Context: an optimization exercise on an open-source flow, tuned for small area, a short achievable clock period and few clock cycles. The choices shown serve that exercise and are no tape-out recipe.
At most, simulation tests tie the RTL to the original design; equivalence was not proved.
Only the layout flow was run in runs 2 and 3; the RTL was not checked for function there.
No activity file was given, so power comes from the tool's default toggle rates.

<file path="design/flow/design.v">
package stp_pkg;
  localparam int REQ_W        = 3;
  localparam int VEL_W        = 24;
  localparam int VAL_W        = 32;
  localparam int POS_W        = 32;
  localparam int PERIOD_OUT_W = 24;
  localparam int SPR_W  = 16;
  localparam int MINP_W = 16;
  localparam int PW_W   = 8;
  localparam logic [SPR_W-1:0]  SPR_RST  = 16'd200;
  localparam logic [MINP_W-1:0] MINP_RST = 16'd100;
  localparam logic [PW_W-1:0]   PW_RST   = 8'd2;
  localparam int CFG_DATA_W = 32;
  localparam int CFG_ADDR_W = 4;
  localparam int REG_IDX_W  = 2;
  localparam logic [REG_IDX_W-1:0] REG_SPR  = 2'd0;
  localparam logic [REG_IDX_W-1:0] REG_MINP = 2'd1;
  localparam logic [REG_IDX_W-1:0] REG_PW   = 2'd2;
  localparam int PERIOD_BITS_DEF = 24;
  localparam int DEN_W           = SPR_W + VEL_W;
  localparam int DVS_W           = DEN_W + 1;
  localparam logic [DEN_W-1:0] TWO_TICKS_Q16 = 40'd131072000000;
  localparam int ENTRY_W     = 3 + 1 + VEL_W + VAL_W;
  localparam int QUEUE_DEPTH = 2;
  localparam logic [REQ_W-1:0] REQ_TICK    = 3'd0;
  localparam logic [REQ_W-1:0] REQ_VEL     = 3'd1;
  localparam logic [REQ_W-1:0] REQ_MOVE_AB = 3'd2;
  localparam logic [REQ_W-1:0] REQ_MOVE_RL = 3'd3;
  localparam logic [REQ_W-1:0] REQ_ENABLE  = 3'd4;
  localparam logic [REQ_W-1:0] REQ_DISABLE = 3'd5;
  typedef logic [2:0] cmd_t;
  localparam cmd_t CMD_NOP      = 3'd0;
  localparam cmd_t CMD_TICK     = 3'd1;
  localparam cmd_t CMD_RUN      = 3'd2;
  localparam cmd_t CMD_HALT     = 3'd3;
  localparam cmd_t CMD_MOVE_ABS = 3'd4;
  localparam cmd_t CMD_MOVE_REL = 3'd5;
  localparam cmd_t CMD_ENABLE   = 3'd6;
  localparam cmd_t CMD_DISABLE  = 3'd7;
  typedef struct packed {
    cmd_t             cmd;
    logic             fwd;
    logic [VEL_W-1:0] mag;
    logic [VAL_W-1:0] value;
  } q_entry_t;
  typedef struct packed {
    logic [SPR_W-1:0]  spr;
    logic [MINP_W-1:0] min_period;
    logic [PW_W-1:0]   pulse_width;
  } cfg_t;
endpackage
module stepper_step_pulse_generator #(
  parameter int PERIOD_BITS = 24
) (
  input  logic        clk,
  input  logic        rst_n,
  input  logic        in_valid,
  output logic        in_ready,
  input  logic [2:0]  in_req_type,
  input  logic [23:0] in_velocity,
  input  logic [31:0] in_step_value,
  output logic        out_valid,
  input  logic        out_ready,
  output logic        out_step_level,
  output logic        out_dir_level,
  output logic        out_enable_n,
  output logic [31:0] out_position,
  output logic        out_is_moving,
  output logic [23:0] out_period_out,
  input  logic        psel,
  input  logic        penable,
  input  logic        pwrite,
  input  logic [3:0]  paddr,
  input  logic [31:0] pwdata,
  output logic [31:0] prdata,
  output logic        pready
);
  localparam logic [37:0] FOUR_N = 38'h3D09000000;   
  localparam logic [37:0] K_RST  = 38'd1310720000;    
  logic [15:0] spr_r, minp_r;
  logic [7:0]  pw_r;
  logic        spr_wr;
  logic [37:0] k_r;
  logic        kbusy_r;
  logic [23:0] r_r;
  logic [25:0] q_r;
  logic [5:0]  it_r;
  logic        kfirst;
  logic        fslow_r, frun_r, ffin_r, fdone_r, ovf_r, dbit_r;
  logic [31:0] pos_r, tgt_r;
  logic        seek_r, dir_r, moving_r, en_n_r, step_r;
  logic [23:0] period_r, rem_r;
  logic [7:0]  pulse_r;
  logic        out_valid_r;
  assign pready = !kbusy_r || (it_r == 6'd22) || (it_r == 6'd6);
  assign spr_wr = psel && !penable && pwrite && (paddr[3:2] == 2'd0);
  always_ff @(posedge clk) begin
    if (!rst_n) begin
      spr_r  <= 16'd200;
      minp_r <= 16'd100;
      pw_r   <= 8'd2;
    end else begin
      if (spr_wr) spr_r <= pwdata[15:0];
      if (psel && penable && pwrite) begin
        case (paddr[3:2])
          2'd1: minp_r <= pwdata[15:0];
          2'd2: pw_r   <= pwdata[7:0];
          default: ;
        endcase
      end
    end
  end
  logic [1:0] rsel_r;
  always_ff @(posedge clk) if (psel && !penable) rsel_r <= paddr[3:2];
  always_comb begin
    case (rsel_r)
      2'd0:    prdata = {16'd0, spr_r};
      2'd1:    prdata = {16'd0, minp_r};
      2'd2:    prdata = {24'd0, pw_r};
      default: prdata = 32'd0;
    endcase
  end
  logic [5:0]  a_r, b_r;        
  logic        sv_r, tld_r;     
  logic [2:0]  sc_r;            
  logic        srun_r;          
  logic        sfwd_r;          
  logic [23:0] sm_r;            
  logic [31:0] sval_r;
  logic in_tick, tick_in, cmd_in, accept, out_free, exec_tick, exec_cmd;
  logic vneg, vzero, s_move, s_rel, run_move, s_ready, f_start;
  assign in_tick   = (in_req_type == 3'd0);
  assign in_ready  = in_tick ? (sv_r ? (b_r != 6'd63) : (a_r != 6'd63)) : !sv_r;
  assign accept    = in_valid && in_ready;
  assign tick_in   = accept && in_tick;
  assign cmd_in    = accept && !in_tick;
  assign vneg      = in_velocity[23];
  assign vzero     = (in_velocity == 24'd0);
  assign s_move    = (sc_r[2:1] == 2'b01);
  assign s_rel     = sc_r[0];
  assign run_move  = s_move && srun_r;
  assign s_ready   = !srun_r || (fdone_r && (tld_r || !run_move));
  assign out_free  = !out_valid_r || out_ready;
  assign exec_tick = out_free && (a_r != 6'd0);
  assign exec_cmd  = out_free && (a_r == 6'd0) && sv_r && s_ready;
  assign f_start   = sv_r && srun_r && !kbusy_r && !fslow_r && !frun_r && !ffin_r
                     && !fdone_r;
  always_ff @(posedge clk) begin
    if (!rst_n) begin
      a_r  <= '0;
      b_r  <= '0;
      sv_r <= 1'b0;
    end else begin
      if (exec_cmd) begin
        a_r  <= b_r + {5'd0, tick_in};
        b_r  <= '0;
        sv_r <= 1'b0;
      end else begin
        a_r  <= a_r - {5'd0, exec_tick} + {5'd0, tick_in && !sv_r};
        b_r  <= b_r + {5'd0, tick_in && sv_r};
        if (cmd_in) sv_r <= 1'b1;
      end
    end
  end
  always_ff @(posedge clk) begin
    if (cmd_in) begin
      sc_r   <= in_req_type;
      srun_r <= (in_req_type == 3'd1) ? !vzero
              : (in_req_type[2:1] == 2'b01) ? (!vneg && !vzero) : 1'b0;
      sfwd_r <= !vneg;
      sm_r   <= in_velocity ^ {24{!vneg}};
      sval_r <= in_step_value;
    end
  end
  logic [24:0] t_in, b_op;
  logic        cin, qbit, dbit, fast;
  logic [25:0] diff;
  always_comb begin
    if (f_start)                          t_in = {1'b0, k_r[32:9]};         
    else if (fslow_r)                     t_in = {12'd0, k_r[37:25]};       
    else if (kfirst)                      t_in = 25'd1;                     
    else                                  t_in = {r_r, dbit_r};
  end
  logic [5:0] it_nx;
  assign dbit = kbusy_r ? FOUR_N[it_nx] : k_r[it_nx];
  assign b_op = kbusy_r ? {9'h1FF, ~spr_r} : {1'b1, sm_r};
  assign cin  = kbusy_r || sfwd_r;
  assign diff = {1'b0, t_in} + {b_op[24], b_op} + {25'd0, cin};
  assign qbit = !diff[25];
  assign fast = (k_r[37:33] == 5'd0) && !qbit;
  always_comb begin
    if (spr_wr)                          it_nx = 6'd37;
    else if (kbusy_r)                    it_nx = it_r - 6'd1;
    else if (f_start)                    it_nx = fast ? 6'd8 : 6'd25;
    else if (fslow_r || frun_r)          it_nx = it_r - 6'd1;
    else                                 it_nx = it_r;
  end
  logic [24:0] q_rnd;
  logic [15:0] lo;
  logic        sat;
  logic [23:0] newp;
  assign q_rnd = {1'b0, q_r[25:2]} + {24'd0, q_r[1]};
  assign sat   = q_rnd[24] || ovf_r || (spr_r == 16'd0);
  assign lo    = (minp_r == 16'd0) ? 16'd1 : minp_r;
  assign newp  = sat ? 24'hFFFFFF : (q_rnd[23:0] < {8'd0, lo}) ? {8'd0, lo} : q_rnd[23:0];
  always_ff @(posedge clk) begin
    if (!rst_n) begin
      kbusy_r <= 1'b0;
      kfirst  <= 1'b0;
      fslow_r <= 1'b0;
      frun_r  <= 1'b0;
      ffin_r  <= 1'b0;
      fdone_r <= 1'b0;
      k_r     <= K_RST;
    end else begin
      dbit_r <= dbit;
      it_r   <= it_nx;
      if (spr_wr) begin
        kbusy_r <= 1'b1;
        kfirst  <= 1'b1;
      end else if (kbusy_r) begin
        kfirst <= 1'b0;
        r_r  <= qbit ? diff[23:0] : t_in[23:0];
        k_r  <= {k_r[36:0], qbit};
        if (it_r == 6'd0) kbusy_r <= 1'b0;
      end else if (f_start) begin
        q_r     <= '0;
        ovf_r   <= 1'b0;
        r_r     <= t_in[23:0];
        frun_r  <= fast;
        fslow_r <= !fast;
      end else if (fslow_r || frun_r) begin
        r_r     <= qbit ? diff[23:0] : t_in[23:0];
        q_r     <= {q_r[24:0], qbit};
        ovf_r   <= ovf_r | (qbit & diff[24]);
        fslow_r <= 1'b0;
        frun_r  <= fslow_r || (it_r != 6'd0);
        ffin_r  <= frun_r && (it_r == 6'd0);
      end else if (ffin_r) begin
        q_r[23:0] <= newp;
        ffin_r    <= 1'b0;
        fdone_r   <= 1'b1;
      end else if (exec_cmd) begin
        fdone_r <= 1'b0;
      end
    end
  end
  logic [31:0] sum, target;
  logic        ld_tgt, eq, gt;
  logic [7:0]  pulse_dec;
  assign ld_tgt    = sv_r && run_move && (a_r == 6'd0) && !tld_r;
  assign sum       = pos_r + (ld_tgt ? sval_r : {{31{!dir_r}}, 1'b1});
  assign target    = s_rel ? sum : sval_r;
  assign eq        = (pos_r == tgt_r);
  assign gt        = $signed(tgt_r) > $signed(pos_r);
  assign pulse_dec = pulse_r - 8'd1;
  always_ff @(posedge clk) begin
    if (!rst_n) begin
      pos_r       <= '0;
      tgt_r       <= '0;
      tld_r       <= 1'b0;
      seek_r      <= 1'b0;
      dir_r       <= 1'b0;
      moving_r    <= 1'b0;
      en_n_r      <= 1'b1;
      period_r    <= '0;
      pulse_r     <= '0;
      step_r      <= 1'b0;
      out_valid_r <= 1'b0;
    end else begin
      out_valid_r <= exec_tick || exec_cmd || (out_valid_r && !out_ready);
      if (ld_tgt) begin
        tgt_r <= target;
        tld_r <= 1'b1;
      end
      if (exec_tick) begin
        if (pulse_r != 8'd0) begin
          pulse_r <= pulse_dec;
          if (pulse_dec == 8'd0) step_r <= 1'b0;
        end
        if (moving_r) begin
          if (rem_r != 24'd1) begin
            rem_r <= rem_r - 24'd1;
          end else begin
            rem_r <= period_r;
            if (seek_r && eq) begin
              moving_r <= 1'b0;
              period_r <= '0;
            end else begin
              step_r  <= 1'b1;
              pulse_r <= (pw_r == 8'd0) ? 8'd1 : pw_r;
              pos_r   <= sum;
            end
          end
        end
      end
      if (exec_cmd) begin
        tld_r <= 1'b0;
        case (sc_r)
          3'd1, 3'd2, 3'd3: begin
            if (!srun_r || (run_move && eq)) begin
              moving_r <= 1'b0;
              period_r <= '0;
              tgt_r    <= pos_r;
              seek_r   <= 1'b1;
            end else begin
              seek_r   <= run_move;
              dir_r    <= run_move ? gt : sfwd_r;
              moving_r <= 1'b1;
              period_r <= q_r[23:0];
              if (q_r[23:0] != period_r) rem_r <= q_r[23:0];
            end
          end
          3'd4: en_n_r <= 1'b0;
          3'd5: begin
            moving_r <= 1'b0;
            period_r <= '0;
            en_n_r   <= 1'b1;
          end
          default: ;
        endcase
      end
    end
  end
  assign out_valid      = out_valid_r;
  assign out_step_level = step_r;
  assign out_dir_level  = dir_r;
  assign out_enable_n   = en_n_r;
  assign out_position   = pos_r;
  assign out_is_moving  = moving_r;
  assign out_period_out = period_r;
endmodule
</file>
<file path="design/flow/run.sh">
#!/bin/bash
# synth_recipe.tcl (not shown) runs the flow's synth.tcl, then flattens the netlist and writes it again
# the make line also repeats each setting of config.mk as NAME=value (left out here)
make -C /OpenROAD-flow-scripts/flow DESIGN_CONFIG=/design/flow/config.mk WORK_HOME=/design/flow/orfs CLKGATE_MAP_FILE= SYNTH_SCRIPT=/design/flow/synth_recipe.tcl finish
</file>
<file path="design/flow/config.mk">
export PLATFORM = sky130hd
export DESIGN_NAME = stepper_step_pulse_generator
export DESIGN_NICKNAME = stepper_step_pulse_generator
export VERILOG_FILES = /design/flow/design.v
export SDC_FILE = /design/flow/constraint.sdc
export NUM_CORES = 4
export LEC_CHECK = 0
export CAP_MARGIN = 20
export CORE_MARGIN = 2
export CORE_UTILIZATION = 40
export SLEW_MARGIN = 20
</file>
<file path="design/flow/constraint.sdc">
create_clock -name core_clock -period 9.0 [get_ports {clk}]
set_input_delay 1.8000 -clock core_clock [delete_from_list [all_inputs] [get_ports {clk}]]
set_output_delay 1.8000 -clock core_clock [all_outputs]
set_load 0.01 [all_outputs]
</file>
==> summary.log, run 1 <==
INFO  global_routing grt_overflow=0
INFO  pwr            leakagePower=9.740nW
INFO  yosys          synth-edff-count=144
INFO  status         outcome=complete, no violations
INFO  finish         final_common_cell=nand2_1
INFO  floorplan      die_w=236.8um
INFO  placement      sum_of_net_half_perimeters_after_detailed_placement=48350um
INFO  clock_tree     post_cts_resize_count=0
INFO  timing         min_period_over_period=0.6444
INFO  finish         drive_above_1_share=0.06205
INFO  drt            drc=0
INFO  clock_tree     cts.path.max_buffers=3
INFO  floorplan      chip_height=236.8um
INFO  timing         drv_slew=0
INFO  critical_path  critical_path_arrival=6.30ns
INFO  drt            vias_per_cell=5.815
INFO  pwr            switch_share=0.3110
INFO  yosys          mappedNetlistArea=21680um^2
INFO  drt            routedLengthMet1=29530um
INFO  placement      place_worst_setup_slack=3.144ns
INFO  drt            antenna_violating_nets_post_route=0
INFO  timing         clock_tree_skew_after_final_layout=0.02019ns
INFO  drt            dr.pass1.iters=8
INFO  placement      dpl-instance-area=23860um^2
INFO  critical_path  list_of_cells_traversed_by_the_critical_path=inv_1 > ha_1 > nand2_1 > nor3_1 > and3_2 > nor2_2 > buf_4 > a21o_1 > ha_1 > a211oi_1 > o2111ai_1 > a311oi_1 > a21oi_1 > o41ai_1 > o21ai_0 > nand4_1 > a21boi_0 > a21oi_1 > nand2_1 > a21oi_1
INFO  pwr            clock_power_share=0.373
INFO  pwr            switching_power=1.512mW
INFO  drt            met3_length=5391um
INFO  placement      gp_congestion=0.9058
INFO  finish         layout.cells.most_common_list=292 x nand2_1, 247 x a21oi_1, 225 x nor2_1
INFO  yosys          async_flop_share=0
INFO  clock_tree     cts_buffers=43
INFO  pwr            pwr_density_cell=191.8nW/um^2
INFO  timing         worst_pin_slew=1.179ns
INFO  floorplan      dieArea=56090um^2
INFO  critical_path  cp_slowest_stage_delay=0.76ns
INFO  pwr            p_seq_frac=0.383
INFO  clock_tree     cts_setup_buffers=0
INFO  global_routing grt_pass1_vias=18.70k
INFO  floorplan      io-pin-count=197
INFO  yosys          synth.top_cells.by_area=edfxtp_1 20%, dfxtp_1 18%, ha_1 7.2%
INFO  drt            drt_wl_total=67830um
INFO  yosys          syn-mean-instance-area=8.540um^2
INFO  clock_tree     post_cts_hold_buffer_count=0
INFO  hold_path      class_of_the_most_critical_hold_timing_path=reg -> reg
INFO  yosys          yosys_most_used_dff=dfxtp_1
INFO  drt            met2RoutedLength=31460um
INFO  clock_tree     tritoncts=done
INFO  critical_path  required_worst_endpoint=9.50ns
INFO  run            maxCapViolations=0
INFO  clock_tree     htree_levels=2
INFO  global_routing grt_util_all_layers=0.2366
INFO  clock_tree     clock-root-buffer=clkbuf_16
INFO  critical_path  endpoint_kind=register
INFO  yosys          yosysWarningCount=1
INFO  floorplan      std_cell_rows=85
INFO  drt            drtIter0Drc=1450
INFO  yosys          yosys_register_bits=344
INFO  clock_tree     clock_sinks=344
INFO  global_routing initial_antenna_violation_count=9
INFO  critical_path  worstSetupStartpointType=register
INFO  critical_path  timing.critical_path.buf_inv=2
INFO  critical_path  timing_worst_setup_path_type=reg -> reg
INFO  yosys          synth_seq_area_share=0.3841
INFO  pwr            power_frac_comb=0.245
INFO  pwr            power.ir.vdd_worst=0.0001496V
INFO  drt            highest_routed_metal_layer=met5
INFO  drt            wl_per_cell=20.21um
INFO  critical_path  timing.critical_path.max_delay_family=compound AO/OA/AOI/OAI gates
INFO  critical_path  critical_path.max_fanout=33
INFO  timing         report.final.hold_viol_count=0
INFO  placement      port_buffers=162
INFO  clock_tree     clock_latency=0.58ns
INFO  yosys          yosysTopAreaCell=edfxtp_1
INFO  finish         nets=2855
INFO  yosys          synth.top_cell.area_share=0.1994
INFO  timing         timing.final.crit_period=5.799ns
INFO  drt            routed_vias=19.52k
INFO  floorplan      initial_cell_density_of_the_core=0.4037
INFO  floorplan      fp.coreArea=53710um^2
INFO  clock_tree     clock_input_transition_at_the_sequential_cells_of_the_worst_setup_and_hold_paths=0.06ns
INFO  finish         final_core_utilization=0.4721
INFO  global_routing grt_first_pass_wirelength=105500um
INFO  finish         areaGrowthSynthToFinish=16.94%
INFO  pwr            cell_internal_pwr=3.350mW
INFO  global_routing grt_max_degree=62
INFO  timing         post-route-worst-setup-slack=3.201ns
INFO  timing         setup_viol=0
INFO  timing         relSlewSlack=0.2114
INFO  critical_path  cp_common_cell=a21oi_1
INFO  timing         rsz0062_at_grt=no
INFO  yosys          ys_types=85
INFO  yosys          synthesis.instances=2539
INFO  finish         finish.instance_area=25360um^2
INFO  critical_path  slowest_stage=and3_2
INFO  timing         timing.fmax=172.4MHz
INFO  finish         nFillCells=5099
INFO  timing         fin_tns_setup=0ns
logic make-up after synthesis:
| group | count (synthesis) | share of synthesized area |
|---|---|---|
| other cells | 2 | 0.0003463 |
| compound gates | 765 | 0.2252 |
| flops | 344 | 0.3841 |
| fa+ha+maj | 128 | 0.07525 |
| xor+xnor | 136 | 0.05493 |
| mux | 77 | 0.03624 |
| buf+inv | 278 | 0.05188 |
| simple gates | 809 | 0.1721 |
registers in the layout, summed over array words and instances (netlist names), 24 cells and up:
register and count:
tgt_r 32, sval_r 32, pos_r 32, q_r 26
r_r 24, rem_r 24, period_r 24, k_r 38
cells in the mapped netlist, types with 14 or more instances:
library cell	count
nand2_1	293
a21oi_1	249
nor2_1	228
dfxtp_1	200
edfxtp_1	144
o21ai_0	142
clkbuf_1	132
ha_1	124
inv_1	105
xnor2_1	93
a21o_1	71
mux2i_1	65
nand3_1	58
nor3_1	51
a22oi_1	43
xor2_1	43
a211oi_1	42
nand4_1	33
a22o_1	32
nor4_1	30
a31oi_1	28
o211ai_1	26
and3_1	21
buf_4	17
nor2b_1	14
o21a_1	14
metrics by stage:
| step | power, mW | hold slack (ns) | instances |
|---|---|---|---|
| 2_1_floorplan | 2.742 | 0.4411 | 2554 |
| 3_3_place_gp | 3.032 | 0.4681 | 3276 |
| 3_5_place_dp | 3.066 | 0.4786 | 3276 |
| 4_1_cts | 4.884 | 0.4902 | 3355 |
| 5_1_grt | 5.111 | 0.5179 | 3355 |
| 6_report | 4.863 | 0.4900 | 3357 |
layer usage:
layer,vias to the layer above,track usage
met4,14,0.05696
met5,-,0
met2,657,0.3920
met3,102,0.05304
met1,9381,0.3132
li1,9367,-
cell type report:
cell class / count / area, um^2 / share of cell area
multi-input combinational: 1932 / 12380 / 0.4883
sequential: 344 / 8328 / 0.3284
timing repair buffer: 195 / 1864 / 0.07353
clock buffer: 58 / 1297 / 0.05117
tap: 696 / 870.8 / 0.03434
inverter: 109 / 411.6 / 0.01623
clock inverter: 21 / 196.4 / 0.007747
antenna: 2 / 5.005 / 0.0001974
worst paths after layout:
kind	cells past startpoint	slack, ns	to	startpoint
hold / removal	2	0.49	spr_r[0]$_SDFFE_PN0P_	spr_r[0]$_SDFFE_PN0P_
setup reg to reg	20	3.20	pos_r[29]$_SDFFE_PN0P_	a_r[2]$_SDFF_PN0_
setup / recovery	20	3.20	pos_r[29]$_SDFFE_PN0P_	a_r[2]$_SDFF_PN0_
hold reg to reg	2	0.49	spr_r[0]$_SDFFE_PN0P_	spr_r[0]$_SDFFE_PN0P_
worst min-delay path, stage by stage, from the launching register on:
cell and delay [ns]:
dfxtp_1 0.33, nand2_1 0.06, a21oi_1 0.05
power by group through the flow:
stage | logic, mW | clock network, mW | registers [mW]
after floorplan | 0.895 | 0 | 1.85
after global placement | 1.14 | 0 | 1.89
after detailed placement | 1.17 | 0 | 1.89
after CTS | 1.18 | 1.84 | 1.86
after global routing | 1.33 | 1.91 | 1.87
final | 1.19 | 1.81 | 1.86
Testbench counts, summed over its fixed seeds: cycles 21,800.
==> run 2, diff against run 1 <==
--- a/design/flow/design.v
+++ b/design/flow/design.v
@@ -76,13 +76,13 @@
   output logic        pready
 );
-  localparam logic [37:0] FOUR_N = 38'h3D09000000;   
-  localparam logic [37:0] K_RST  = 38'd1310720000;    
+  localparam logic [36:0] TWO_N = 37'h1E84800000;   
+  localparam logic [36:0] K_RST = 37'd655360000;     
   logic [15:0] spr_r, minp_r;
   logic [7:0]  pw_r;
   logic        spr_wr;
-  logic [37:0] k_r;
+  logic [36:0] k_r;
   logic        kbusy_r;
   logic [23:0] r_r;
-  logic [25:0] q_r;
+  logic [24:0] q_r;
   logic [5:0]  it_r;
   logic        kfirst;
@@ -93,5 +93,5 @@
   logic [7:0]  pulse_r;
   logic        out_valid_r;
-  assign pready = !kbusy_r || (it_r == 6'd22) || (it_r == 6'd6);
+  assign pready = !kbusy_r || (it_r == 6'd21) || (it_r == 6'd5);
   assign spr_wr = psel && !penable && pwrite && (paddr[3:2] == 2'd0);
   always_ff @(posedge clk) begin
@@ -177,20 +177,20 @@
   logic [25:0] diff;
   always_comb begin
-    if (f_start)                          t_in = {1'b0, k_r[32:9]};         
-    else if (fslow_r)                     t_in = {12'd0, k_r[37:25]};       
+    if (f_start)                          t_in = {1'b0, k_r[31:8]};         
+    else if (fslow_r)                     t_in = {12'd0, k_r[36:24]};       
     else if (kfirst)                      t_in = 25'd1;                     
     else                                  t_in = {r_r, dbit_r};
   end
   logic [5:0] it_nx;
-  assign dbit = kbusy_r ? FOUR_N[it_nx] : k_r[it_nx];
+  assign dbit = kbusy_r ? TWO_N[it_nx] : k_r[it_nx];
   assign b_op = kbusy_r ? {9'h1FF, ~spr_r} : {1'b1, sm_r};
   assign cin  = kbusy_r || sfwd_r;
   assign diff = {1'b0, t_in} + {b_op[24], b_op} + {25'd0, cin};
   assign qbit = !diff[25];
-  assign fast = (k_r[37:33] == 5'd0) && !qbit;
+  assign fast = (k_r[36:32] == 5'd0) && !qbit;
   always_comb begin
-    if (spr_wr)                          it_nx = 6'd37;
+    if (spr_wr)                          it_nx = 6'd36;
     else if (kbusy_r)                    it_nx = it_r - 6'd1;
-    else if (f_start)                    it_nx = fast ? 6'd8 : 6'd25;
+    else if (f_start)                    it_nx = fast ? 6'd7 : 6'd24;
     else if (fslow_r || frun_r)          it_nx = it_r - 6'd1;
     else                                 it_nx = it_r;
@@ -200,5 +200,5 @@
   logic        sat;
   logic [23:0] newp;
-  assign q_rnd = {1'b0, q_r[25:2]} + {24'd0, q_r[1]};
+  assign q_rnd = {1'b0, q_r[24:1]} + {24'd0, q_r[0]};
   assign sat   = q_rnd[24] || ovf_r || (spr_r == 16'd0);
   assign lo    = (minp_r == 16'd0) ? 16'd1 : minp_r;
@@ -222,5 +222,5 @@
         kfirst <= 1'b0;
         r_r  <= qbit ? diff[23:0] : t_in[23:0];
-        k_r  <= {k_r[36:0], qbit};
+        k_r  <= {k_r[35:0], qbit};
         if (it_r == 6'd0) kbusy_r <= 1'b0;
       end else if (f_start) begin
@@ -232,5 +232,5 @@
       end else if (fslow_r || frun_r) begin
         r_r     <= qbit ? diff[23:0] : t_in[23:0];
-        q_r     <= {q_r[24:0], qbit};
+        q_r     <= {q_r[23:0], qbit};
         ovf_r   <= ovf_r | (qbit & diff[24]);
         fslow_r <= 1'b0;
--- a/design/flow/config.mk
+++ b/design/flow/config.mk
@@ -9,3 +9,4 @@
 export CORE_MARGIN = 2
 export CORE_UTILIZATION = 40
+export SETUP_SLACK_MARGIN = 4.5
 export SLEW_MARGIN = 20
==> summary.log, run 2 <==
INFO  timing         report.final.hold_viol_count=0 [unchanged]
INFO  finish         drive_above_1_share=0.1131 [was 0.06205]
INFO  drt            routed_vias=19.65k [was 19.52k]
INFO  global_routing grt_max_degree=72 [was 62]
INFO  floorplan      io-pin-count=197 [unchanged]
INFO  global_routing grt_first_pass_wirelength=104700um [was 105500 um]
INFO  floorplan      die_w=236.1um [was 236.8 um]
INFO  floorplan      chip_height=236.1um [was 236.8 um]
INFO  timing         fin_tns_setup=0ns [unchanged]
INFO  drt            dr.pass1.iters=5 [was 8]
INFO  clock_tree     clock_sinks=342 [was 344]
INFO  global_routing initial_antenna_violation_count=8 [was 9]
INFO  global_routing grt_overflow=0 [unchanged]
INFO  timing         setup_viol=0 [unchanged]
INFO  finish         nFillCells=5082 [was 5099]
INFO  placement      numPlacedInstances=3256 [was 3276]
INFO  finish         sequential_cell_area=8292um^2 [was 8328 um^2]
INFO  drt            drtIter0Drc=1674 [was 1450]
INFO  drt            antenna_violating_nets_post_route=0 [unchanged]
INFO  timing         worst_pin_slew=1.108ns [was 1.179 ns]
INFO  yosys          synth_top_family_by_area=compound AO/OA/AOI/OAI gates [unchanged]
INFO  finish         area_occupied_by_multi_input_gates=12710um^2 [was 12380 um^2]
INFO  yosys          synth_common_cells=301 x nand2_1, 227 x a21oi_1, 218 x nor2_1 [was 293 x nand2_1, 249 x a21oi_1, 228 x nor2_1]
INFO  yosys          post-synth-top-count-cell=nand2_1 [unchanged]
INFO  finish         layout.cells.most_common_list=295 x nand2_1, 217 x a21oi_1, 206 x nor2_1 [was 292 x nand2_1, 247 x a21oi_1, 225 x nor2_1]
INFO  yosys          async_flop_share=0 [unchanged]
INFO  yosys          synth.top_cell.area_share=0.1993 [was 0.1994]
INFO  finish         largest-register=k_r [unchanged]
INFO  drt            drc=0 [unchanged]
INFO  pwr            cell_internal_pwr=3.375mW [was 3.350 mW]
INFO  pwr            switching_power=1.564mW [was 1.512 mW]
INFO  yosys          yosysWarningCount=1 [unchanged]
INFO  pwr            power.ir.vdd_worst=0.0001380V [was 0.0001496 V]
INFO  yosys          muxShareOfSynthArea=0.03932 [was 0.03624]
INFO  timing         clock_tree_skew_after_final_layout=0.01904ns [was 0.02019 ns]
INFO  floorplan      initial_cell_density_of_the_core=0.4027 [was 0.4037]
INFO  timing         timing.fmax=225.0MHz [was 172.4 MHz]
INFO  yosys          mappedNetlistArea=21540um^2 [was 21680 um^2]
INFO  yosys          post_synth_fa_ha_maj_area_fraction=0.07515 [was 0.07525]
INFO  placement      sum_of_net_half_perimeters_after_detailed_placement=47900um [was 48350 um]
INFO  yosys          synth_simple_gate_area_share=0.1781 [was 0.1721]
INFO  clock_tree     cts.path.max_buffers=3 [unchanged]
INFO  clock_tree     post_cts_hold_buffer_count=0 [unchanged]
INFO  clock_tree     tritoncts=done [unchanged]
INFO  finish         final_common_cell=nand2_1 [unchanged]
INFO  critical_path  worstSetupStartpointType=primary input [was register]
INFO  status         outcome=complete, no violations [unchanged]
INFO  run            maxCapViolations=0 [unchanged]
INFO  yosys          synth.top_cells.by_area=edfxtp_1 20%, dfxtp_1 18%, ha_1 7.1% [was edfxtp_1 20%, dfxtp_1 18%, ha_1 7.2%]
INFO  drt            wl_per_cell=20.19um [was 20.21 um]
INFO  drt            drt_wl_total=68860um [was 67830 um]
INFO  critical_path  r2r_slack=4.60ns [was 3.20 ns]
INFO  pwr            leakagePower=10.18nW [was 9.740 nW]
INFO  yosys          synthesis.instances=2519 [was 2539]
INFO  drt            vias_per_cell=5.760 [was 5.815]
INFO  pwr            power_frac_comb=0.270 [was 0.245]
INFO  yosys          yosys_most_used_dff=dfxtp_1 [unchanged]
INFO  yosys          synth-edff-count=143 [was 144]
INFO  hold_path      class_of_the_most_critical_hold_timing_path=reg -> reg [unchanged]
INFO  clock_tree     clock-root-buffer=clkbuf_16 [unchanged]
INFO  critical_path  required_worst_endpoint=7.20ns [was 9.50 ns]
INFO  global_routing grt_pass1_vias=18.67k [was 18.70k]
INFO  yosys          synthXorXnorAreaFrac=0.05570 [was 0.05493]
INFO  clock_tree     clock_input_transition_at_the_sequential_cells_of_the_worst_setup_and_hold_paths=0.06ns [about the same]
INFO  finish         areaGrowthSynthToFinish=22.14% [was 16.94%]
INFO  yosys          syn-mean-instance-area=8.552um^2 [was 8.540 um^2]
INFO  clock_tree     cts_buffers=43 [unchanged]
INFO  floorplan      fp.coreArea=53500um^2 [was 53710 um^2]
INFO  floorplan      std_cell_rows=85 [unchanged]
INFO  timing         timing.final.crit_period=4.445ns [was 5.799 ns]
INFO  pwr            switch_share=0.3166 [was 0.3110]
INFO  floorplan      dieArea=55730um^2 [was 56090 um^2]
INFO  timing         relSlewSlack=0.2583 [was 0.2114]
INFO  critical_path  critical_path_arrival=2.65ns [was 6.30 ns]
INFO  timing         min_period_over_period=0.4939 [was 0.6444]
INFO  pwr            p_seq_frac=0.376 [was 0.383]
INFO  timing         rsz0062_at_grt=yes [was no]
INFO  clock_tree     htree_levels=2 [unchanged]
INFO  finish         non_filler_instances=3411 [was 3357]
INFO  yosys          ys_types=93 [was 85]
INFO  critical_path  endpoint_kind=output pin [was register]
INFO  yosys          synth_seq_area_share=0.3842 [was 0.3841]
INFO  global_routing grt_util_all_layers=0.2359 [was 0.2366]
INFO  yosys          synth_compound_gate_area_share=0.2137 [was 0.2252]
INFO  critical_path  timing_worst_setup_path_type=in -> out [was reg -> reg]
INFO  critical_path  critical_path.max_fanout=4 [was 33]
INFO  yosys          yosys_register_bits=342 [was 344]
INFO  placement      port_buffers=162 [unchanged]
INFO  finish         largest_register_ffs=37 [was 38]
INFO  yosys          yosysTopAreaCell=edfxtp_1 [unchanged]
INFO  placement      gp_congestion=0.9221 [was 0.9058]
INFO  timing         drv_slew=0 [unchanged]
INFO  critical_path  r2r_depth=20 [unchanged]
INFO  clock_tree     clock_latency=0.59ns [was 0.58 ns]
INFO  finish         nets=2908 [was 2855]
INFO  pwr            pwr_density_cell=187.7nW/um^2 [was 191.8 nW/um^2]
INFO  pwr            clock_power_share=0.354 [was 0.373]
INFO  hold_path      holdPathStages=2 [unchanged]
run 2: final cells by class:
class | instances | share of cell area
multi-input combinational | 1916 | 0.4832
sequential | 342 | 0.3151
timing repair buffer | 267 | 0.09848
clock buffer | 65 | 0.04879
tap | 696 | 0.03310
inverter | 109 | 0.01612
clock inverter | 15 | 0.005136
antenna | 1 | 0.00009510
run 2: stage by stage:
stage,util,setup slack [ns],total power [mW],cell area [um^2],hold slack (ns)
after floorplan,-,4.534,2.745,21620,0.4411
after CTS,0.4788,4.437,4.879,25610,0.4906
after global placement,0.4428,3.062,3.034,23690,0.4662
after global routing,0.4919,4.408,5.185,26310,0.5149
final,0.4919,4.555,4.939,26310,0.4899
after detailed placement,0.4430,3.013,3.058,23700,0.4641
run 2: cells by family after synthesis:
family | count (synthesis)
muxes | 83
xor gates and xnor gates | 137
AOI/OAI and AO/OA | 722
and+or+nand+nor | 827
buffers and inverters | 279
DFF | 342
adders and majority gates | 127
other | 2
run 2: what timing repair did:
item | CTS | global route
pin swaps | 20 | 47
buffers inserted | 31 | 36
setup endpoints to repair | 111 | 72
hold endpoints to repair | 0 | 0
resized for setup | 80 | 74
cloned | 2 | 5
run 2: per-layer routing:
metal / up-vias / share of wire / GRT usage
met5: - / 0.00093 / 0
li1: 9399 / - / -
met3: 120 / 0.072 / 0.05477
met4: 10 / 0.030 / 0.08396
met1: 9474 / 0.44 / 0.3117
met2: 646 / 0.46 / 0.3772
run 2: final timing paths:
check	from	endpoint
worst min-delay path	minp_r[0]$_SDFFE_PN0P_	minp_r[0]$_SDFFE_PN0P_
worst max register to register	kbusy_r$_SDFF_PN0_	ovf_r$_SDFFCE_PP0P_
worst max-delay path	in_req_type[1]	in_ready
worst min register to register	minp_r[0]$_SDFFE_PN0P_	minp_r[0]$_SDFFE_PN0P_
run 2: worst max-delay path: stages:
cell and delay [ns]:
buf_6 0.11, nor3_4 0.22, nand4_1 0.15, nor3_2 0.15, a21oi_2 0.06, buf_2 0.14
run 2: power by group through the flow:
stage | clock network [mW] | registers [mW] | logic, mW
after floorplan | 0 | 1.83 | 0.914
final | 1.75 | 1.86 | 1.33
after CTS | 1.78 | 1.85 | 1.25
after global placement | 0 | 1.88 | 1.15
after detailed placement | 0 | 1.88 | 1.17
after global routing | 1.85 | 1.87 | 1.47
==> run 3, diff against run 2 <==
--- a/design/flow/config.mk
+++ b/design/flow/config.mk
@@ -9,4 +9,4 @@
 export CORE_MARGIN = 2
 export CORE_UTILIZATION = 40
-export SETUP_SLACK_MARGIN = 4.5
+export SETUP_SLACK_MARGIN = 5.0
 export SLEW_MARGIN = 20
==> summary.log, run 3 <==
INFO  status         outcome=complete, no violations [unchanged]
INFO  global_routing grt_pass1_vias=19.53k [was 18.67k]
INFO  critical_path  critical_path.max_fanout=3 [was 4]
INFO  drt            drtIter0Drc=1565 [was 1674]
INFO  clock_tree     cts.path.max_buffers=3 [unchanged]
INFO  critical_path  critical_path_arrival=2.69ns [was 2.65 ns]
INFO  floorplan      initial_cell_density_of_the_core=0.4027 [unchanged]
INFO  critical_path  timing.critical_path.buf_inv=2 [unchanged]
INFO  drt            antenna_violating_nets_post_route=0 [unchanged]
INFO  yosys          async_flop_share=0 [unchanged]
INFO  clock_tree     post_cts_hold_buffer_count=0 [unchanged]
INFO  clock_tree     htree_levels=2 [unchanged]
INFO  global_routing grt_first_pass_wirelength=110500um [was 104700 um]
INFO  finish         final_core_utilization=0.5219 [was 0.4919]
INFO  placement      gp_congestion=0.9342 [was 0.9221]
INFO  yosys          post-synth-top-count-cell=nand2_1 [unchanged]
INFO  finish         layout.cells.most_common_list=291 x nand2_1, 199 x nor2_1, 198 x a21oi_1 [was 295 x nand2_1, 217 x a21oi_1, 206 x nor2_1]
INFO  pwr            power.ir.vdd_worst=0.0001376V [was 0.0001380 V]
INFO  global_routing grt_max_degree=89 [was 72]
INFO  timing         drv_slew=0 [unchanged]
INFO  global_routing grt_util_all_layers=0.2496 [was 0.2359]
INFO  clock_tree     clock_input_transition_at_the_sequential_cells_of_the_worst_setup_and_hold_paths=0.06ns [about the same]
INFO  floorplan      die_w=236.1um [unchanged]
INFO  floorplan      io-pin-count=197 [unchanged]
INFO  timing         min_period_over_period=0.4986 [was 0.4939]
INFO  timing         clock_tree_skew_after_final_layout=0.03080ns [was 0.01904 ns]
INFO  pwr            p_total=5.212mW [was 4.939 mW]
INFO  drt            drt_wl_total=72850um [was 68860 um]
INFO  drt            wl_per_cell=20.88um [was 20.19 um]
INFO  timing         report.final.hold_viol_count=0 [unchanged]
INFO  timing         timing.fmax=222.9MHz [was 225.0 MHz]
INFO  finish         largest-register=k_r [unchanged]
INFO  finish         drive_above_1_share=0.1794 [was 0.1131]
INFO  global_routing initial_antenna_violation_count=6 [was 8]
INFO  placement      port_buffers=162 [unchanged]
INFO  yosys          synth.top_cells.by_area=edfxtp_1 20%, dfxtp_1 18%, ha_1 7.1% [unchanged]
INFO  yosys          yosys_most_used_dff=dfxtp_1 [unchanged]
INFO  finish         number_of_antenna_diodes=0 [was 1]
INFO  clock_tree     cts_buffers=43 [unchanged]
INFO  timing         fin_tns_setup=0ns [unchanged]
INFO  critical_path  timing_worst_setup_path_type=in -> out [unchanged]
INFO  clock_tree     clock_sinks=342 [unchanged]
INFO  yosys          synthesis.instances=2519 [unchanged]
INFO  timing         relSlewSlack=0.2412 [was 0.2583]
INFO  critical_path  required_worst_endpoint=7.20ns [about the same]
INFO  floorplan      dieArea=55730um^2 [unchanged]
INFO  pwr            pwr_density_cell=186.7nW/um^2 [was 187.7 nW/um^2]
INFO  drt            vias_per_cell=5.823 [was 5.760]
INFO  critical_path  timing.critical_path.max_delay_family=simple AND/OR/NAND/NOR gates [unchanged]
INFO  pwr            leakagePower=10.88nW [was 10.18 nW]
INFO  critical_path  slowest_stage=nor3_4 [unchanged]
INFO  placement      numPlacedInstances=3255 [was 3256]
INFO  yosys          ys_types=93 [unchanged]
INFO  run            maxCapViolations=0 [unchanged]
INFO  finish         areaGrowthSynthToFinish=29.60% [was 22.14%]
INFO  yosys          yosysWarningCount=1 [unchanged]
INFO  yosys          synth.top_cell.area_share=0.1993 [unchanged]
INFO  finish         largest_register_ffs=37 [unchanged]
INFO  finish         final_common_cell=nand2_1 [unchanged]
INFO  finish         area_occupied_by_multi_input_gates=13470um^2 [was 12710 um^2]
INFO  global_routing grt_overflow=0 [unchanged]
INFO  finish         non_filler_instances=3489 [was 3411]
INFO  placement      sum_of_net_half_perimeters_after_detailed_placement=48230um [was 47900 um]
INFO  drt            dr.pass1.iters=6 [was 5]
INFO  critical_path  list_of_cells_traversed_by_the_critical_path=buf_6 > nor3_4 > nand4_1 > nor3_2 > a21oi_2 > buf_4 [was buf_6 > nor3_4 > nand4_1 > nor3_2 > a21oi_2 > buf_2]
INFO  finish         sequential_cell_area=8298um^2 [was 8292 um^2]
INFO  yosys          synth_seq_area_share=0.3842 [unchanged]
INFO  floorplan      chip_height=236.1um [unchanged]
INFO  clock_tree     tritoncts=done [unchanged]
INFO  critical_path  cp_slowest_stage_delay=0.22ns [about the same]
INFO  timing         worst_hold_slack=0.4795ns [was 0.4899 ns]
INFO  clock_tree     clock-root-buffer=clkbuf_16 [unchanged]
INFO  yosys          synth_common_cells=301 x nand2_1, 227 x a21oi_1, 218 x nor2_1 [unchanged]
INFO  yosys          yosysTopAreaCell=edfxtp_1 [unchanged]
INFO  timing         worst_pin_slew=1.133ns [was 1.108 ns]
INFO  yosys          synth-edff-count=143 [unchanged]
INFO  drt            drc=0 [unchanged]
INFO  hold_path      class_of_the_most_critical_hold_timing_path=reg -> reg [unchanged]
INFO  timing         setup_viol=0 [unchanged]
INFO  timing         timing.final.crit_period=4.487ns [was 4.445 ns]
INFO  yosys          yosys_register_bits=342 [unchanged]
INFO  floorplan      std_cell_rows=85 [unchanged]
INFO  yosys          syn-mean-instance-area=8.552um^2 [unchanged]
INFO  critical_path  worstSetupStartpointType=primary input [unchanged]
INFO  finish         nets=2987 [was 2908]
INFO  critical_path  endpoint_kind=output pin [unchanged]
INFO  finish         nFillCells=4828 [was 5082]
INFO  yosys          mappedNetlistArea=21540um^2 [unchanged]
INFO  drt            routed_vias=20.32k [was 19.65k]
INFO  floorplan      fp.coreArea=53500um^2 [unchanged]
INFO  clock_tree     clock_latency=0.59ns [about the same]
INFO  timing         rsz0062_at_grt=yes [unchanged]
run 3: tightest hold or removal path, delay by kind of cell (launching register included):
family / cells / cell delay [ns]
DFF: 1 / 0.32
and+or+nand+nor: 1 / 0.06
AOI/OAI and AO/OA: 1 / 0.05
run 3: kinds of logic (layout without fill, tap and decap cells):
| logic type | after synthesis | count (layout) | synth area share |
|---|---|---|---|
| AO/OA/AOI/OAI | 722 | 722 | 0.2137 |
| other | 2 | 17 | 0.0003486 |
| XOR/XNOR | 137 | 137 | 0.05570 |
| buffers and inverters | 279 | 530 | 0.05349 |
| flip-flops | 342 | 342 | 0.3842 |
| AND/OR/NAND/NOR | 827 | 835 | 0.1781 |
| adder cells (fa/ha/maj) | 127 | 127 | 0.07515 |
| multiplexers | 83 | 83 | 0.03932 |
run 3: routing by layer:
| layer | part of all wire | vias up | global-route usage |
|---|---|---|---|
| li1 | - | 9569 | - |
| met1 | 0.41 | 9817 | 0.3141 |
| met2 | 0.49 | 758 | 0.4304 |
| met3 | 0.068 | 160 | 0.04236 |
| met4 | 0.032 | 12 | 0.08782 |
| met5 | 0.0010 | - | 0 |
run 3: cell type report:
class | instances | area share
Multi-Input combinational cell | 1921 | 0.4825
Sequential cell | 342 | 0.2972
Timing Repair Buffer | 341 | 0.1197
Clock buffer | 68 | 0.04889
Tap cell | 696 | 0.03119
Inverter | 109 | 0.01510
Clock inverter | 12 | 0.005333
run 3: final timing paths:
check	start	to	slack, ns	depth (start not counted)
setup / recovery	in_req_type[2]	in_ready	4.51	6
hold / removal	minp_r[0]$_SDFFE_PN0P_	minp_r[0]$_SDFFE_PN0P_	0.48	2
setup reg to reg	kbusy_r$_SDFF_PN0_	dbit_r$_DFFE_PP_	4.65	21
hold reg to reg	minp_r[0]$_SDFFE_PN0P_	minp_r[0]$_SDFFE_PN0P_	0.48	2
run 3: what timing repair did:
| item | 4_1_cts | 5_1_grt |
|---|---|---|
| cloned | 15 | 3 |
| buffers inserted | 75 | 61 |
| resized for setup | 155 | 148 |
| endpoints found under the setup margin | 189 | 161 |
| pin swaps | 61 | 91 |
run 3: through the flow:
step	setup slack, ns	instance area [um^2]
after floorplan	4.827	21910
after global placement	3.225	23880
after detailed placement	3.171	23880
after CTS	4.503	26710
after global routing	4.432	27920
final	4.513	27920
run 3: where the power goes:
group          internal, mW  leakage [nW]  switching (mW)
clock                  1.13         0.749           0.710
combinational         0.691          7.17           0.834
sequential             1.75          2.96          0.0970
==> run 4, diff against run 3 <==
--- a/design/flow/design.v
+++ b/design/flow/design.v
@@ -129,7 +129,10 @@
   logic [31:0] sval_r;
   logic in_tick, tick_in, cmd_in, accept, out_free, exec_tick, exec_cmd;
-  logic vneg, vzero, s_move, s_rel, run_move, s_ready, f_start;
+  logic vneg, vzero, run_in, s_move, s_rel, run_move, s_ready, f_start;
+  logic tick_ok_r, azero_r, pend_r;
+  logic [5:0] a_nx, b_nx;
+  logic       sv_nx;
   assign in_tick   = (in_req_type == 3'd0);
-  assign in_ready  = in_tick ? (sv_r ? (b_r != 6'd63) : (a_r != 6'd63)) : !sv_r;
+  assign in_ready  = in_tick ? tick_ok_r : !sv_r;
   assign accept    = in_valid && in_ready;
   assign tick_in   = accept && in_tick;
@@ -142,23 +145,38 @@
   assign s_ready   = !srun_r || (fdone_r && (tld_r || !run_move));
   assign out_free  = !out_valid_r || out_ready;
-  assign exec_tick = out_free && (a_r != 6'd0);
-  assign exec_cmd  = out_free && (a_r == 6'd0) && sv_r && s_ready;
-  assign f_start   = sv_r && srun_r && !kbusy_r && !fslow_r && !frun_r && !ffin_r
-                     && !fdone_r;
+  assign exec_tick = out_free && !azero_r;
+  assign exec_cmd  = out_free && azero_r && sv_r && s_ready;
+  assign run_in    = (in_req_type == 3'd1) ? !vzero
+                   : (in_req_type[2:1] == 2'b01) ? (!vneg && !vzero) : 1'b0;
+  always_comb begin
+    if (exec_cmd) begin
+      a_nx  = b_r + {5'd0, tick_in};
+      b_nx  = '0;
+      sv_nx = 1'b0;
+    end else begin
+      a_nx  = a_r - {5'd0, exec_tick} + {5'd0, tick_in && !sv_r};
+      b_nx  = b_r + {5'd0, tick_in && sv_r};
+      sv_nx = sv_r || cmd_in;
+    end
+  end
+  logic go_nx;
+  assign go_nx = (cmd_in ? run_in : pend_r) && !(kbusy_r && it_r != 6'd0) && !spr_wr;
   always_ff @(posedge clk) begin
     if (!rst_n) begin
-      a_r  <= '0;
-      b_r  <= '0;
-      sv_r <= 1'b0;
+      a_r       <= '0;
+      b_r       <= '0;
+      sv_r      <= 1'b0;
+      azero_r   <= 1'b1;
+      tick_ok_r <= 1'b1;
+      pend_r    <= 1'b0;
+      f_start   <= 1'b0;
     end else begin
-      if (exec_cmd) begin
-        a_r  <= b_r + {5'd0, tick_in};
-        b_r  <= '0;
-        sv_r <= 1'b0;
-      end else begin
-        a_r  <= a_r - {5'd0, exec_tick} + {5'd0, tick_in && !sv_r};
-        b_r  <= b_r + {5'd0, tick_in && sv_r};
-        if (cmd_in) sv_r <= 1'b1;
-      end
+      a_r       <= a_nx;
+      b_r       <= b_nx;
+      sv_r      <= sv_nx;
+      azero_r   <= (a_nx == 6'd0);
+      tick_ok_r <= sv_nx ? (b_nx != 6'd63) : (a_nx != 6'd63);
+      pend_r    <= (cmd_in ? run_in : pend_r) && !go_nx;
+      f_start   <= go_nx;
     end
   end
@@ -166,6 +184,5 @@
     if (cmd_in) begin
       sc_r   <= in_req_type;
-      srun_r <= (in_req_type == 3'd1) ? !vzero
-              : (in_req_type[2:1] == 2'b01) ? (!vneg && !vzero) : 1'b0;
+      srun_r <= run_in;
       sfwd_r <= !vneg;
       sm_r   <= in_velocity ^ {24{!vneg}};
@@ -192,6 +209,7 @@
     if (spr_wr)                          it_nx = 6'd36;
     else if (kbusy_r)                    it_nx = it_r - 6'd1;
-    else if (f_start)                    it_nx = fast ? 6'd7 : 6'd24;
-    else if (fslow_r || frun_r)          it_nx = it_r - 6'd1;
+    else if (f_start)                    it_nx = 6'd7;
+    else if (fslow_r)                    it_nx = 6'd23;
+    else if (frun_r)                     it_nx = it_r - 6'd1;
     else                                 it_nx = it_r;
   end
@@ -249,6 +267,6 @@
   logic        ld_tgt, eq, gt;
   logic [7:0]  pulse_dec;
-  assign ld_tgt    = sv_r && run_move && (a_r == 6'd0) && !tld_r;
-  assign sum       = pos_r + (ld_tgt ? sval_r : {{31{!dir_r}}, 1'b1});
+  assign ld_tgt    = sv_r && run_move && azero_r && !tld_r;
+  assign sum       = pos_r + (azero_r ? sval_r : {{31{!dir_r}}, 1'b1});
   assign target    = s_rel ? sum : sval_r;
   assign eq        = (pos_r == tgt_r);
--- a/design/flow/config.mk
+++ b/design/flow/config.mk
@@ -9,4 +9,4 @@
 export CORE_MARGIN = 2
 export CORE_UTILIZATION = 40
-export SETUP_SLACK_MARGIN = 5.0
+export SETUP_SLACK_MARGIN = 4.0
 export SLEW_MARGIN = 20
==> summary.log, run 4 <==
INFO  pwr            clock_power_share=0.356 [was 0.353]
INFO  run            maxCapViolations=0 [unchanged]
INFO  pwr            switch_share=0.3130 [was 0.3148]
INFO  finish         final_core_utilization=0.4672 [was 0.5219]
INFO  yosys          yosys_register_bits=346 [was 342]
INFO  timing         setup_viol=0 [unchanged]
INFO  yosys          async_flop_share=0 [unchanged]
INFO  global_routing use_met1=0.3339 [was 0.3141]
INFO  placement      sum_of_net_half_perimeters_after_detailed_placement=49930um [was 48230 um]
INFO  pwr            pwr_density_cell=183.2nW/um^2 [was 186.7 nW/um^2]
INFO  finish         areaGrowthSynthToFinish=15.40% [was 29.60%]
INFO  timing         fin_tns_setup=0ns [unchanged]
INFO  clock_tree     htree_levels=2 [unchanged]
INFO  clock_tree     cts_buffers=41 [was 43]
INFO  floorplan      initial_cell_density_of_the_core=0.4048 [was 0.4027]
INFO  pwr            cell_internal_pwr=3.247mW [was 3.571 mW]
INFO  yosys          yosysTopAreaCell=edfxtp_1 [unchanged]
INFO  critical_path  timing.critical_path.max_delay_family=buffers and inverters [was simple AND/OR/NAND/NOR gates]
INFO  floorplan      fp.coreArea=55200um^2 [was 53500 um^2]
INFO  clock_tree     clock_input_transition_at_the_sequential_cells_of_the_worst_setup_and_hold_paths=0.06ns [about the same]
INFO  drt            dr.pass1.iters=5 [was 6]
INFO  clock_tree     cts.path.max_buffers=3 [unchanged]
INFO  critical_path  rr_startpoint=q_r[0]$_SDFFCE_PP0P_ [was kbusy_r$_SDFF_PN0_]
INFO  yosys          synthesis.instances=2664 [was 2519]
INFO  hold_path      hold_path.startpoint=k_r[1]$_SDFFE_PN0P_ [was minp_r[0]$_SDFFE_PN0P_]
INFO  global_routing grt_first_pass_wirelength=108800um [was 110500 um]
INFO  pwr            power.ir.vdd_worst=0.0001321V [was 0.0001376 V]
INFO  placement      place_worst_setup_slack=3.636ns [was 3.171 ns]
INFO  timing         rsz0062_at_grt=no [was yes]
INFO  yosys          synth_common_cells=350 x nand2_1, 284 x a21oi_1, 214 x nor2_1 [was 301 x nand2_1, 227 x a21oi_1, 218 x nor2_1]
INFO  clock_tree     post_cts_hold_buffer_count=0 [unchanged]
INFO  global_routing grt_pass1_vias=19.15k [was 19.53k]
INFO  critical_path  r2r_slack=4.40ns [was 4.65 ns]
INFO  clock_tree     clock-root-buffer=clkbuf_16 [unchanged]
INFO  timing         timing.fmax=207.0MHz [was 222.9 MHz]
INFO  drt            antenna_violating_nets_post_route=0 [unchanged]
INFO  finish         largest-register=k_r [unchanged]
INFO  critical_path  slowest_stage=clkdlybuf4s50_1 [was nor3_4]
INFO  critical_path  worstSetupStartpointType=primary input [unchanged]
INFO  hold_path      holdPathStages=2 [unchanged]
INFO  yosys          ys_types=88 [was 93]
INFO  pwr            switching_power=1.479mW [was 1.641 mW]
INFO  pwr            p_seq_frac=0.387 [was 0.355]
INFO  pwr            power_frac_comb=0.257 [was 0.293]
INFO  finish         largest_register_ffs=37 [unchanged]
INFO  timing         clock_tree_skew_after_final_layout=0.01955ns [was 0.03080 ns]
INFO  floorplan      std_cell_rows=86 [was 85]
INFO  drt            wl_per_cell=19.81um [was 20.88 um]
INFO  global_routing initial_antenna_violation_count=4 [was 6]
INFO  timing         report.final.hold_viol_count=0 [unchanged]
INFO  placement      gp_congestion=0.8971 [was 0.9342]
INFO  critical_path  timing.critical_path.buf_inv=2 [unchanged]
INFO  yosys          yosys_most_used_dff=dfxtp_1 [unchanged]
INFO  global_routing grt.met3_usage=0.04156 [was 0.04236]
INFO  timing         relSlewSlack=0.2601 [was 0.2412]
INFO  pwr            p_total=4.726mW [was 5.212 mW]
INFO  yosys          synth.top_cell.area_share=0.1922 [was 0.1993]
INFO  global_routing grtUsageMet2=0.3805 [was 0.4304]
INFO  drt            drc=0 [unchanged]
INFO  clock_tree     clock_latency=0.57ns [was 0.59 ns]
INFO  hold_path      class_of_the_most_critical_hold_timing_path=reg -> reg [unchanged]
INFO  finish         nFillCells=5329 [was 4828]
INFO  clock_tree     clock_sinks=346 [was 342]
INFO  timing         worst_pin_slew=1.110ns [was 1.133 ns]
INFO  timing         post-route-worst-setup-slack=4.170ns [was 4.513 ns]
INFO  critical_path  r2r_depth=15 [was 21]
INFO  timing         timing.final.crit_period=4.830ns [was 4.487 ns]
INFO  floorplan      die_w=240.4um [was 236.1 um]
INFO  global_routing grt_overflow=0 [unchanged]
INFO  critical_path  cp_slowest_stage_delay=0.49ns [was 0.22 ns]
INFO  critical_path  critical_path.reg2reg.endpoint=q_r[14]$_SDFFCE_PP0P_ [was dbit_r$_DFFE_PP_]
INFO  placement      dpl-instance-area=24420um^2 [was 23880 um^2]
INFO  finish         final_common_cell=nand2_1 [unchanged]
INFO  finish         layout.cells.most_common_list=350 x nand2_1, 284 x a21oi_1, 212 x nor2_1 [was 291 x nand2_1, 199 x nor2_1, 198 x a21oi_1]
INFO  critical_path  critical_path.max_fanout=4 [was 3]
INFO  timing         min_period_over_period=0.5367 [was 0.4986]
INFO  finish         non_filler_instances=3512 [was 3489]
INFO  global_routing globalRoute.busiestLayer=met2 [unchanged]
INFO  critical_path  critical_path_arrival=3.03ns [was 2.69 ns]
INFO  yosys          synth_seq_area_share=0.3740 [was 0.3842]
INFO  yosys          post-synth-top-count-cell=nand2_1 [unchanged]
INFO  critical_path  timing_worst_setup_path_type=in -> out [unchanged]
INFO  hold_path      min_to=k_r[2]$_SDFFE_PN0P_ [was minp_r[0]$_SDFFE_PN0P_]
INFO  timing         worst_hold_slack=0.4656ns [was 0.4795 ns]
INFO  finish         nets=2961 [was 2987]
INFO  global_routing grt_util_all_layers=0.2389 [was 0.2496]
INFO  critical_path  required_worst_endpoint=7.20ns [about the same]
INFO  yosys          yosysWarningCount=1 [unchanged]
INFO  drt            routed_vias=20.10k [was 20.32k]
INFO  finish         drive_above_1_share=0.05646 [was 0.1794]
INFO  placement      port_buffers=162 [unchanged]
INFO  floorplan      chip_height=240.4um [was 236.1 um]
INFO  yosys          mappedNetlistArea=22350um^2 [was 21540 um^2]
INFO  yosys          synth-edff-count=143 [unchanged]
INFO  floorplan      io-pin-count=197 [unchanged]
INFO  critical_path  endpoint_kind=output pin [unchanged]
INFO  yosys          syn-mean-instance-area=8.389um^2 [was 8.552 um^2]
INFO  yosys          synth.top_cells.by_area=edfxtp_1 19%, dfxtp_1 18%, ha_1 7.0% [was edfxtp_1 20%, dfxtp_1 18%, ha_1 7.1%]
INFO  floorplan      dieArea=57780um^2 [was 55730 um^2]
INFO  placement      numPlacedInstances=3434 [was 3255]
INFO  drt            drtIter0Drc=1718 [was 1565]
INFO  clock_tree     tritoncts=done [unchanged]
INFO  global_routing grt_max_degree=89 [unchanged]
INFO  drt            vias_per_cell=5.723 [was 5.823]
INFO  status         outcome=complete, no violations [unchanged]
INFO  drt            drt_wl_total=69580um [was 72850 um]
INFO  timing         drv_slew=0 [unchanged]
INFO  finish         finish.instance_area=25790um^2 [was 27920 um^2]
INFO  pwr            leakagePower=9.925nW [was 10.88 nW]
INFO  critical_path  list_of_cells_traversed_by_the_critical_path=clkdlybuf4s50_1 > nor3_4 > nand2_1 > o21ai_0 > dlygate4sd2_1 [was buf_6 > nor3_4 > nand4_1 > nor3_2 > a21oi_2 > buf_4]
run 4: routing by layer:
layer	wire, um	part of all wire
met1	32040	0.46
met2	31610	0.45
met3	4370	0.063
met4	1511	0.022
met5	52	0.00075
run 4: power by group through the flow:
stage          clock, mW  sequential, mW  combinational, mW
6_report            1.68            1.83               1.21
5_1_grt             1.79            1.84               1.34
4_1_cts             1.71            1.83               1.20
3_5_place_dp           0            1.86               1.19
3_3_place_gp           0            1.86               1.17
2_1_floorplan          0            1.82              0.914
run 4: area by class of cell:
type	count	area (um^2)	area share
Multi-Input combinational cell	2033	12860	0.4986
Sequential cell	346	8362	0.3242
Timing Repair Buffer	193	1851	0.07175
Clock buffer	67	1267	0.04915
Tap cell	748	935.9	0.03629
Inverter	115	434.2	0.01683
Clock inverter	9	78.83	0.003056
Antenna cell	1	2.502	0.00009703
run 4: repair_timing:
action | in CTS | in global routing
hold endpoints to repair | 0 | 0
setup buffers | 0 | 1
setup endpoints to repair | 3 | 17
gates resized for setup | 4 | 1
pin swaps | 1 | 1
run 4: worst reg2reg max path, cell delays in order (launching register included):
cell and delay [ns]:
edfxtp_1 0.49, ha_1 0.23, nand3_1 0.18, nor2_1 0.40, and3_1 0.26, xor2_1 0.22
ha_1 0.28, a21o_1 0.17, a21o_1 0.17, a21oi_1 0.21, o21ai_0 0.12, a211oi_1 0.33
nand2_1 0.11, or3_1 0.75, mux2i_1 0.30, a21oi_1 0.10
run 4: worst max-delay path by stage:
stage / startpoint / to / slack [ns] / cells after the start
final: in_req_type[2] / in_ready / 4.17 / 5
after global routing: in_req_type[2] / in_ready / 4.08 / 5
after CTS: fslow_r$_SDFFE_PN0P_ / r_r[6]$_DFFE_PP_ / 4.09 / 15
after detailed placement: in_req_type[1] / azero_r$_SDFF_PN1_ / 3.64 / 15
after global placement: in_req_type[1] / azero_r$_SDFF_PN1_ / 3.61 / 15
after floorplan: in_req_type[0] / azero_r$_SDFF_PN1_ / 4.42 / 14
run 4: cell families after synthesis:
| kind of cell | after synthesis | share of synthesized area |
|---|---|---|
| compound gates | 751 | 0.2071 |
| xor+xnor | 135 | 0.05291 |
| fa+ha+maj | 129 | 0.07357 |
| buf+inv | 300 | 0.05823 |
| flops | 346 | 0.3740 |
| mux | 101 | 0.04630 |
| other cells | 2 | 0.0003361 |
| simple gates | 900 | 0.1876 |
Testbench counts of run 4, summed over its fixed seeds: cycles 21,557.
==> run 5, diff against run 4 <==
--- a/design/flow/config.mk
+++ b/design/flow/config.mk
@@ -9,4 +9,4 @@
 export CORE_MARGIN = 2
 export CORE_UTILIZATION = 40
-export SETUP_SLACK_MARGIN = 4.0
+export SETUP_SLACK_MARGIN = 4.5
 export SLEW_MARGIN = 20
==> summary.log, run 5 <==
INFO  status         outcome=complete, no violations [unchanged]
INFO  placement      sum_of_net_half_perimeters_after_detailed_placement=49920um [was 49930 um]
INFO  yosys          post-synth-top-count-cell=nand2_1 [unchanged]
INFO  critical_path  critical_path_arrival=4.71ns [was 3.03 ns]
INFO  pwr            p_seq_frac=0.385 [was 0.387]
INFO  pwr            power_frac_comb=0.257 [about the same]
INFO  clock_tree     cts_buffers=42 [was 41]
INFO  finish         drive_above_1_share=0.06511 [was 0.05646]
INFO  timing         worst_hold_slack=0.4690ns [was 0.4656 ns]
INFO  clock_tree     post_cts_hold_buffer_count=0 [unchanged]
INFO  global_routing grt_pass1_vias=19.24k [was 19.15k]
INFO  pwr            switch_share=0.3156 [was 0.3130]
INFO  floorplan      dieArea=57780um^2 [unchanged]
INFO  yosys          synth.top_cells.by_area=edfxtp_1 19%, dfxtp_1 18%, ha_1 7.0% [unchanged]
INFO  finish         final_common_cell=nand2_1 [unchanged]
INFO  timing         fin_tns_setup=0ns [unchanged]
INFO  finish         areaGrowthSynthToFinish=16.19% [was 15.40%]
INFO  pwr            switching_power=1.497mW [was 1.479 mW]
INFO  yosys          ys_types=88 [unchanged]
INFO  clock_tree     clock_input_transition_at_the_sequential_cells_of_the_worst_setup_and_hold_paths=0.06ns [about the same]
INFO  finish         largest-register=k_r [unchanged]
INFO  drt            vias_per_cell=5.686 [was 5.723]
INFO  timing         report.final.hold_viol_count=0 [unchanged]
INFO  clock_tree     cts.path.max_buffers=3 [unchanged]
INFO  critical_path  timing_worst_setup_path_type=in -> reg [was in -> out]
INFO  yosys          yosys_register_bits=346 [unchanged]
INFO  critical_path  timing.critical_path.max_delay_family=simple AND/OR/NAND/NOR gates [was buffers and inverters]
INFO  finish         layout.cells.most_common_list=350 x nand2_1, 284 x a21oi_1, 210 x nor2_1 [was 350 x nand2_1, 284 x a21oi_1, 212 x nor2_1]
INFO  yosys          yosysWarningCount=1 [unchanged]
INFO  floorplan      chip_height=240.4um [unchanged]
INFO  pwr            leakagePower=10.02nW [was 9.925 nW]
INFO  yosys          syn-mean-instance-area=8.389um^2 [unchanged]
INFO  critical_path  timing.critical_path.buf_inv=2 [unchanged]
INFO  finish         non_filler_instances=3529 [was 3512]
INFO  clock_tree     clock_latency=0.58ns [was 0.57 ns]
INFO  yosys          mappedNetlistArea=22350um^2 [unchanged]
INFO  pwr            p_total=4.744mW [was 4.726 mW]
INFO  placement      gp_congestion=0.9005 [was 0.8971]
INFO  clock_tree     tritoncts=done [unchanged]
INFO  drt            drt_wl_total=69380um [was 69580 um]
INFO  floorplan      initial_cell_density_of_the_core=0.4048 [unchanged]
INFO  timing         worst_pin_slew=1.017ns [was 1.110 ns]
INFO  global_routing grt_overflow=0 [unchanged]
INFO  timing         setup_viol=0 [unchanged]
INFO  finish         nFillCells=5328 [was 5329]
INFO  timing         drv_slew=0 [unchanged]
INFO  critical_path  endpoint_kind=register [was output pin]
INFO  global_routing initial_antenna_violation_count=3 [was 4]
INFO  finish         sequential_cell_area=8364um^2 [was 8362 um^2]
INFO  hold_path      class_of_the_most_critical_hold_timing_path=reg -> reg [unchanged]
INFO  critical_path  cp_slowest_stage_delay=0.64ns [was 0.49 ns]
INFO  clock_tree     htree_levels=2 [unchanged]
INFO  floorplan      std_cell_rows=86 [unchanged]
INFO  clock_tree     clock_sinks=346 [unchanged]
INFO  pwr            pwr_density_cell=182.7nW/um^2 [was 183.2 nW/um^2]
INFO  timing         relSlewSlack=0.3202 [was 0.2601]
INFO  drt            dr.pass1.iters=5 [unchanged]
INFO  floorplan      fp.coreArea=55200um^2 [unchanged]
INFO  drt            drc=0 [unchanged]
INFO  yosys          synth-edff-count=143 [unchanged]
INFO  placement      port_buffers=162 [unchanged]
INFO  yosys          synth_seq_area_share=0.3740 [unchanged]
INFO  timing         clock_tree_skew_after_final_layout=0.02389ns [was 0.01955 ns]
INFO  yosys          async_flop_share=0 [unchanged]
INFO  clock_tree     clock-root-buffer=clkbuf_16 [unchanged]
INFO  critical_path  list_of_cells_traversed_by_the_critical_path=clkdlybuf4s50_1 > nand2_1 > or4_4 > and2_1 > buf_4 > a21oi_1 > nor4_1 > a221o_1 > a22o_1 > a21oi_1 > o21ai_1 [was clkdlybuf4s50_1 > nor3_4 > nand2_1 > o21ai_0 > dlygate4sd2_1]
INFO  yosys          synth.top_cell.area_share=0.1922 [unchanged]
INFO  finish         area_occupied_by_multi_input_gates=12900um^2 [was 12860 um^2]
INFO  timing         rsz0062_at_grt=no [unchanged]
INFO  run            maxCapViolations=0 [unchanged]
INFO  global_routing grt_util_all_layers=0.2372 [was 0.2389]
run 5: cell types whose count changed in the layout (fill, tap and decap cells not counted), moves of 3 or more:
cell and change:
o21ai_1 +5, o21ai_0 -4, buf_4 +11, clkinv_1 +3, clkbuf_1 -3, buf_6 +3, clkdlybuf4s50_1 -3
run 5: logic make-up (layout without fill, tap and decap cells):
family / Yosys count / count (layout) / synth area share
fa+ha+maj: 129 / 129 / 0.07357
flops: 346 / 346 / 0.3740
xor+xnor: 135 / 135 / 0.05291
simple gates: 900 / 900 / 0.1876
compound gates: 751 / 752 / 0.2071
mux: 101 / 101 / 0.04630
buf+inv: 300 / 400 / 0.05823
other cells: 2 / 18 / 0.0003361
run 5: worst paths after layout:
kind / start / endpoint / slack (ns) / cells after the start
setup / recovery: psel / dbit_r$_DFFE_PP_ / 4.61 / 11
hold / removal: k_r[0]$_SDFFE_PN0P_ / k_r[1]$_SDFFE_PN0P_ / 0.47 / 2
setup reg to reg: azero_r$_SDFF_PN1_ / tgt_r[28]$_SDFF_PN0_ / 4.75 / 13
hold reg to reg: k_r[0]$_SDFFE_PN0P_ / k_r[1]$_SDFFE_PN0P_ / 0.47 / 2
run 5: timing repair:
| item | CTS | global route |
|---|---|---|
| gates resized for setup | 12 | 16 |
| buffers inserted | 8 | 3 |
| endpoints found under the setup margin | 44 | 54 |
| endpoints found under the hold margin | 0 | 0 |
| gates cloned | 0 | 1 |
| pin swaps | 2 | 0 |
run 5: power groups by stage:
stage	Combinational (mW)	Sequential, mW	Clock (mW)
2_1_floorplan	0.915	1.82	0
3_3_place_gp	1.16	1.86	0
3_5_place_dp	1.19	1.86	0
4_1_cts	1.21	1.83	1.73
5_1_grt	1.36	1.84	1.79
6_report	1.22	1.83	1.70
run 5: worst min-delay path: stages, from the launching register on:
cell,delay [ns]
dfxtp_1,0.32
nand2_1,0.05
a21oi_1,0.05
run 5: final cells by class:
type                       count  area share
antenna                        1  0.00009637
clock buffer                  64     0.04925
clock inverter                14    0.003566
inverter                     115     0.01672
multi-input combinational   2034      0.4967
sequential                   346      0.3221
tap                          748     0.03604
timing repair buffer         207     0.07546
run 5: routing by layer:
metal | track usage | wire length [um] | up-vias
met5 | 0 | 29 | -
met4 | 0.08263 | 2132 | 4
met2 | 0.3795 | 31630 | 663
met3 | 0.04409 | 4943 | 118
li1 | - | - | 9725
met1 | 0.3202 | 30640 | 9555
run 5: metrics by stage:
stage | worst slack (ns) | area (um^2) | utilization
after floorplan | 4.525 | 22430 | -
after global placement | 3.755 | 24440 | 0.4427
after detailed placement | 3.717 | 24440 | 0.4428
after CTS | 4.516 | 25890 | 0.4691
after global routing | 4.502 | 25970 | 0.4704
final | 4.606 | 25970 | 0.4704

Setup slack of run 5, layout unchanged: 4.606 ns with ideal ports, 4.578 ns with driving cells assumed (clock clkbuf_16, inputs buf_2), 4.007 ns with port delays also shifted by the 0.632 ns mid clock arrival.
